Source: an optimization exercise on an open RTL-to-GDS flow (aim: small area, a short achievable clock period and few clock cycles per item). Production flows keep margins and buffers that such runs may drop.
In this exercise RTL edits were held to simulation tests only and were not proved equivalent to the original.

==> run Z <==
## orbit_position_generator
module orbit_position_generator (
    input  logic         clk,
    input  logic         rst_n,
    input  logic         s_tvalid,
    output logic         s_tready,
    input  logic [111:0] s_tdata,
    output logic         m_tvalid,
    input  logic         m_tready,
    output logic [127:0] m_tdata,
    input  logic         psel,
    input  logic         penable,
    input  logic         pwrite,
    input  logic [4:0]   paddr,
    input  logic [31:0]  pwdata,
    output logic [31:0]  prdata,
    output logic         pready
);
==> flow/config.mk <==
export PLATFORM = sky130hd
export DESIGN_NAME = orbit_position_generator
export DESIGN_NICKNAME = orbit_position_generator
export VERILOG_FILES = /design/flow/design.v
export SDC_FILE = /design/flow/constraint.sdc
export NUM_CORES = 4
export LEC_CHECK = 0
export ABC_CLOCK_PERIOD_IN_PS = 3000
export CAP_MARGIN = 20
export CORE_MARGIN = 2
export CORE_UTILIZATION = 45
export PLACE_DENSITY = 0.55
export SETUP_SLACK_MARGIN = 5
export SLEW_MARGIN = 20
==> flow/constraint.sdc <==
create_clock -name core_clock -period 15.0 [get_ports {clk}]
set_input_delay 3.0000 -clock core_clock [delete_from_list [all_inputs] [get_ports {clk}]]
set_output_delay 3.0000 -clock core_clock [all_outputs]
set_load 0.01 [all_outputs]
standard.sh (not shown) runs the stock make flow with config.mk's settings and CLKGATE_MAP_FILE= SYNTH_SCRIPT=/design/flow/synth_recipe.tcl, a recipe that flattens the netlist after the stock synthesis.
==> flow/flow/run.sh <==
#!/bin/bash
set -euo pipefail
bash standard.sh SETUP_SLACK_MARGIN=10.3 finish > standard_flow.log 2>&1
==> run F: changes against run Z <==
--- a/flow/design.v
+++ b/flow/design.v
@@ -3840,90 +3840,66 @@
     input  logic         penable,
     input  logic         pwrite,
     input  logic [4:0]   paddr,
     input  logic [31:0]  pwdata,
     output logic [31:0]  prdata,
     output logic         pready
 );
-    logic        wr_q;
-    logic [2:0]  widx_q;
-    logic [31:0] wdat_q;
+    logic        wr_en, wr_q, tw_q, tw_now;
     logic [30:0] c_rad;
     logic [24:0] c_osp, c_ssp;
     logic [25:0] c_pit, c_yaw, c_rol;
     logic [31:0] rd_val, prdata_q;
     logic [2:0]  ridx;
     assign pready = 1'b1;
     assign ridx   = paddr[4:2];
+    assign wr_en  = psel && penable && pwrite;
+    assign tw_now = wr_en && (ridx == 3'd3 || ridx == 3'd4 || ridx == 3'd5);
     always_ff @(posedge clk or negedge rst_n)
     begin
         if (!rst_n)
         begin
-            wr_q <= 1'b0;
-        end
-        else
-        begin
-            wr_q <= psel && penable && pwrite;
-        end
-    end
-    always_ff @(posedge clk)
-    begin
-        widx_q <= paddr[4:2];
-        wdat_q <= pwdata;
-    end
-    always_ff @(posedge clk or negedge rst_n)
-    begin
-        if (!rst_n)
-        begin
+            wr_q  <= 1'b0;
+            tw_q  <= 1'b0;
             c_rad <= '0;
             c_osp <= '0;
             c_ssp <= '0;
             c_pit <= '0;
             c_yaw <= '0;
             c_rol <= '0;
         end
-        else if (wr_q)
+        else
         begin
-            case (widx_q)
-                3'd0: c_rad <= wdat_q[30:0];
-                3'd1: c_osp <= wdat_q[24:0];
-                3'd2: c_ssp <= wdat_q[24:0];
-                3'd3: c_pit <= wdat_q[25:0];
-                3'd4: c_yaw <= wdat_q[25:0];
-                3'd5: c_rol <= wdat_q[25:0];
-                default: ;
-            endcase
+            wr_q <= wr_en;
+            tw_q <= tw_now;
+            if (wr_en)
+            begin
+                case (ridx)
+                    3'd0: c_rad <= pwdata[30:0];
+                    3'd1: c_osp <= pwdata[24:0];
+                    3'd2: c_ssp <= pwdata[24:0];
+                    3'd3: c_pit <= pwdata[25:0];
+                    3'd4: c_yaw <= pwdata[25:0];
+                    3'd5: c_rol <= pwdata[25:0];
+                    default: ;
+                endcase
+            end
         end
     end
     always_comb
     begin
-        if (wr_q && widx_q == ridx)
-        begin
-            case (ridx)
-                3'd0: rd_val = {1'b0, wdat_q[30:0]};
-                3'd1: rd_val = {7'b0, wdat_q[24:0]};
-                3'd2: rd_val = {7'b0, wdat_q[24:0]};
-                3'd3: rd_val = {6'b0, wdat_q[25:0]};
-                3'd4: rd_val = {6'b0, wdat_q[25:0]};
-                3'd5: rd_val = {6'b0, wdat_q[25:0]};
-                default: rd_val = '0;
-            endcase
-        end
-        else
-        begin
-            case (ridx)
-                3'd0: rd_val = {1'b0, c_rad};
-                3'd1: rd_val = {7'b0, c_osp};
-                3'd2: rd_val = {7'b0, c_ssp};
-                3'd3: rd_val = {6'b0, c_pit};
-                3'd4: rd_val = {6'b0, c_yaw};
-                3'd5: rd_val = {6'b0, c_rol};
-                default: rd_val = '0;
-            endcase
-        end
+        case (ridx)
+            3'd0: rd_val = {1'b0, c_rad};
+            3'd1: rd_val = {7'b0, c_osp};
+            3'd2: rd_val = {7'b0, c_ssp};
+            3'd3: rd_val = {6'b0, c_pit};
+            3'd4: rd_val = {6'b0, c_yaw};
+            3'd5: rd_val = {6'b0, c_rol};
+            default: rd_val = '0;
+        endcase
     end
     always_ff @(posedge clk)
     begin
         prdata_q <= rd_val;
     end
     assign prdata = prdata_q;
     logic [2:0] cyc, cyc_n;
@@ -3934,27 +3910,27 @@
     logic       tilt_wr, dirty_eff;
     logic       run, hold, bnd, busy;
     logic       stall;
     logic [1:0] sc;
     logic       s_tvalid_q, psel_q, tent_bad;
     logic       accept, cancel, chain_sh;
     logic       out_load, o_v, o_v_n;
-    assign tilt_wr   = wr_q && (widx_q == 3'd3 || widx_q == 3'd4 || widx_q == 3'd5);
+    assign tilt_wr   = tw_q;
     assign dirty_eff = dirty || tilt_wr;
     assign out_load  = (cyc == 3'd2) && (tok[6] == opg_pkg::TK_ITEM);
     logic       tilt_now, item_ok, item_any, flush;
     logic [2:0] tilt_tok;
     logic [1:0] seq_after;
     assign tilt_now  = (tok[0] != opg_pkg::TK_ITEM) && (dirty_eff || seq != 2'd0);
     assign tilt_tok  = dirty_eff ? opg_pkg::TK_YAW : ((seq == 2'd1) ? opg_pkg::TK_PITCH : opg_pkg::TK_ROLL);
     assign seq_after = tilt_now ? (dirty_eff ? 2'd1 : ((seq == 2'd1) ? 2'd2 : 2'd0)) : seq;
     assign item_ok   = s_tvalid_q && (seq_after == 2'd0) && !dirty_eff;
     assign item_any  = (tok[1] == opg_pkg::TK_ITEM) || (tok[2] == opg_pkg::TK_ITEM) || (tok[3] == opg_pkg::TK_ITEM)
                     || (tok[4] == opg_pkg::TK_ITEM) || (tok[5] == opg_pkg::TK_ITEM) || (tok[6] == opg_pkg::TK_ITEM);
-    assign flush     = tilt_wr && !item_any && !stall && !((tok[0] == opg_pkg::TK_ITEM) && (cyc == 3'd6 || cyc == 3'd7));
+    assign flush     = tw_now && !item_any && !stall && !((tok[0] == opg_pkg::TK_ITEM) && (cyc == 3'd6 || cyc == 3'd7));
     assign new_tok   = item_ok ? opg_pkg::TK_ITEM : opg_pkg::TK_NONE;
     assign busy  = tok[0][2] || tok[1][2] || tok[2][2] || tok[3][2] || tok[4][2] || tok[5][2];
     assign hold  = !busy && !tilt_now && !item_ok;
     assign run   = !stall;
     assign bnd   = run && (cyc == 3'd7) && !hold;
     assign cyc_n = (run && !(cyc == 3'd7 && hold)) ? cyc + 3'd1 : cyc;
     logic s_rdy_q;
@@ -4024,51 +4000,53 @@
                 tok[0] <= opg_pkg::TK_NONE;
             end
         end
     end
     logic signed [31:0] p_x [5];
     logic signed [31:0] p_y [5];
     logic signed [31:0] p_z [5];
-    logic [24:0]        sp_ch [5];
+    logic [15:0]        p_dt [5];
     logic [24:0]        ph_o, ph_s;
     always_ff @(posedge clk)
     begin
         if (chain_sh)
         begin
             p_x[0]   <= s_tdata[47:16];
             p_y[0]   <= s_tdata[79:48];
             p_z[0]   <= s_tdata[111:80];
-            sp_ch[0] <= ph_s;
+            p_dt[0]  <= s_tdata[15:0];
             for (int i = 1; i < 5; i++)
             begin
                 p_x[i]   <= p_x[i-1];
                 p_y[i]   <= p_y[i-1];
                 p_z[i]   <= p_z[i-1];
-                sp_ch[i] <= sp_ch[i-1];
+                p_dt[i]  <= p_dt[i-1];
             end
         end
     end
-    logic [15:0] dt_sh;
+    logic [15:0] dt_sh, dts_sh;
     logic [24:0] r_o, r_s;
     logic [26:0] u_o, u_s;
     assign u_o = (cyc == 3'd0 ? 27'd0 : {2'b00, r_o}) + (dt_sh[1] ? {1'b0, c_osp, 1'b0} : 27'd0)
                + (dt_sh[0] ? {2'b00, c_osp} : 27'd0);
-    assign u_s = (cyc == 3'd0 ? 27'd0 : {2'b00, r_s}) + (dt_sh[1] ? {1'b0, c_ssp, 1'b0} : 27'd0)
-               + (dt_sh[0] ? {2'b00, c_ssp} : 27'd0);
+    assign u_s = (cyc == 3'd0 ? 27'd0 : {2'b00, r_s}) + (dts_sh[1] ? {1'b0, c_ssp, 1'b0} : 27'd0)
+               + (dts_sh[0] ? {2'b00, c_ssp} : 27'd0);
     always_ff @(posedge clk)
     begin
         if (run)
         begin
             if (bnd)
             begin
-                dt_sh <= s_tdata[15:0];
+                dt_sh  <= s_tdata[15:0];
+                dts_sh <= p_dt[4];
             end
             else
             begin
-                dt_sh <= {2'b00, dt_sh[15:2]};
+                dt_sh  <= {2'b00, dt_sh[15:2]};
+                dts_sh <= {2'b00, dts_sh[15:2]};
             end
             r_o <= u_o[26:2];
             r_s <= u_s[26:2];
         end
     end
     function automatic logic [24:0] adv(input logic [24:0] ph, input logic [24:0] inc);
         logic [25:0]        p;
@@ -4087,18 +4065,24 @@
     always_ff @(posedge clk or negedge rst_n)
     begin
         if (!rst_n)
         begin
             ph_o <= '0;
             ph_s <= '0;
         end
-        else if (run && cyc == 3'd0 && tok[1] == opg_pkg::TK_ITEM)
+        else if (run && cyc == 3'd0)
         begin
-            ph_o <= adv(ph_o, r_o);
-            ph_s <= adv(ph_s, r_s);
+            if (tok[1] == opg_pkg::TK_ITEM)
+            begin
+                ph_o <= adv(ph_o, r_o);
+            end
+            if (tok[6] == opg_pkg::TK_ITEM)
+            begin
+                ph_s <= adv(ph_s, r_s);
+            end
         end
     end
     logic signed [26:0] ang, a_m360, a_p360, a_p720;
     logic [24:0]        a1;
     logic [1:0]         qr_q;
     logic [22:0]        qr_rem;
     logic signed [25:0] r90, r180, r270;
@@ -4373,13 +4357,13 @@
     always_ff @(posedge clk)
     begin
         if (out_load && run)
         begin
             o_x <= sat(rx);
             o_y <= sat(ry);
             o_z <= sat(rz);
-            o_s <= sp_ch[4];
+            o_s <= ph_s;
         end
     end
     assign m_tvalid = o_v;
     assign m_tdata  = {7'b0, o_s, o_z, o_y, o_x};
 endmodule
==> flow/config.mk (replaced) <==
export PLATFORM = sky130hd
export DESIGN_NAME = orbit_position_generator
export DESIGN_NICKNAME = orbit_position_generator
export VERILOG_FILES = /design/flow/design.v
export SDC_FILE = /design/flow/constraint.sdc
export NUM_CORES = 4
export LEC_CHECK = 0
export ABC_CLOCK_PERIOD_IN_PS = 3000
export CAP_MARGIN = 20
export CORE_MARGIN = 2
export CORE_UTILIZATION = 60
export CTS_CLUSTER_DIAMETER = 100
export CTS_CLUSTER_SIZE = 24
export PLACE_DENSITY = 0.68
export SETUP_SLACK_MARGIN = 5
export SLEW_MARGIN = 20
==> run notes <==
metric                                                                        run F                    run Z
Outcome                                                     complete, no violations  complete, no violations
Placer's final routability congestion estimate                                0.957                    0.919
Die Ht                                                                       459 um                   533 um
FF-to-FF setup slack                                                       10110 ps                 10230 ps
Routed length per placed instance                                           29.7 um                  28.8 um
Worst EP arrival                                                            5650 ps                  5660 ps
Total buffers and inverters traversed by the critical path                        5                        1
Async set-reset flop share out of synthesis                                   12.4%                    12.0%
Antenna diode instance count                                                     17                        9
Ratio of final minimum period to clock period                                 32.6%                    32.2%
First DRT Iteration DRCs                                                      13400                    11200
Met2 Usage GRT                                                                57.3%                    46.0%
Multi-input comb cells                                                         7680                     7642
Net total in the final layout                                                 12900                    12900
Highest achievable clock rate                                               204 MHz                  207 MHz
Clock skew                                                                  39.1 ps                   114 ps
Number of enable flip-flop cells after synthesis                               1189                     1218
Number of buffers on the longest clock path                                       3                        4
Tightest Pin Transition                                                     1210 ps                  1100 ps
Testbench counts of run Z, summed over its fixed seeds: cycles 2,536, items 256.
Testbench counts of run F, summed over its fixed seeds: cycles 2,528, items 256.

[static timing again, ports no longer ideal]
The results above use ideal ports. As a check the final layouts listed here were re-extracted and re-timed, cells and wires unchanged. Step 1, drivers: a clkbuf_16 drives clk and a buf_2 each remaining input, both assumed. Step 2 adds t to the input delays and takes it off the output delays; t is the mean of the earliest and latest rising clock arrival at the registers after step 1. Input paths then give back, and output paths get back, about the clock's delay inside the block. Slacks: ideal ports / drivers / drivers and shift; pairs: ideal ports / drivers.
run	t (ns)	setup slack, ns	worst setup path at the end	worst slew at a driven data input, ns	cell pins on the clock port's net
run Z	0.998	10.174 / 10.232 / 9.246	input to register	0.14	1
run F	0.920	10.107 / 10.107 / 9.395	input to register	0.11	1
After both steps setup and hold are still met in every run listed. The setup slack of run Z, which loses most, moves by +0.058 ns with the drivers and by -0.928 ns with both steps.
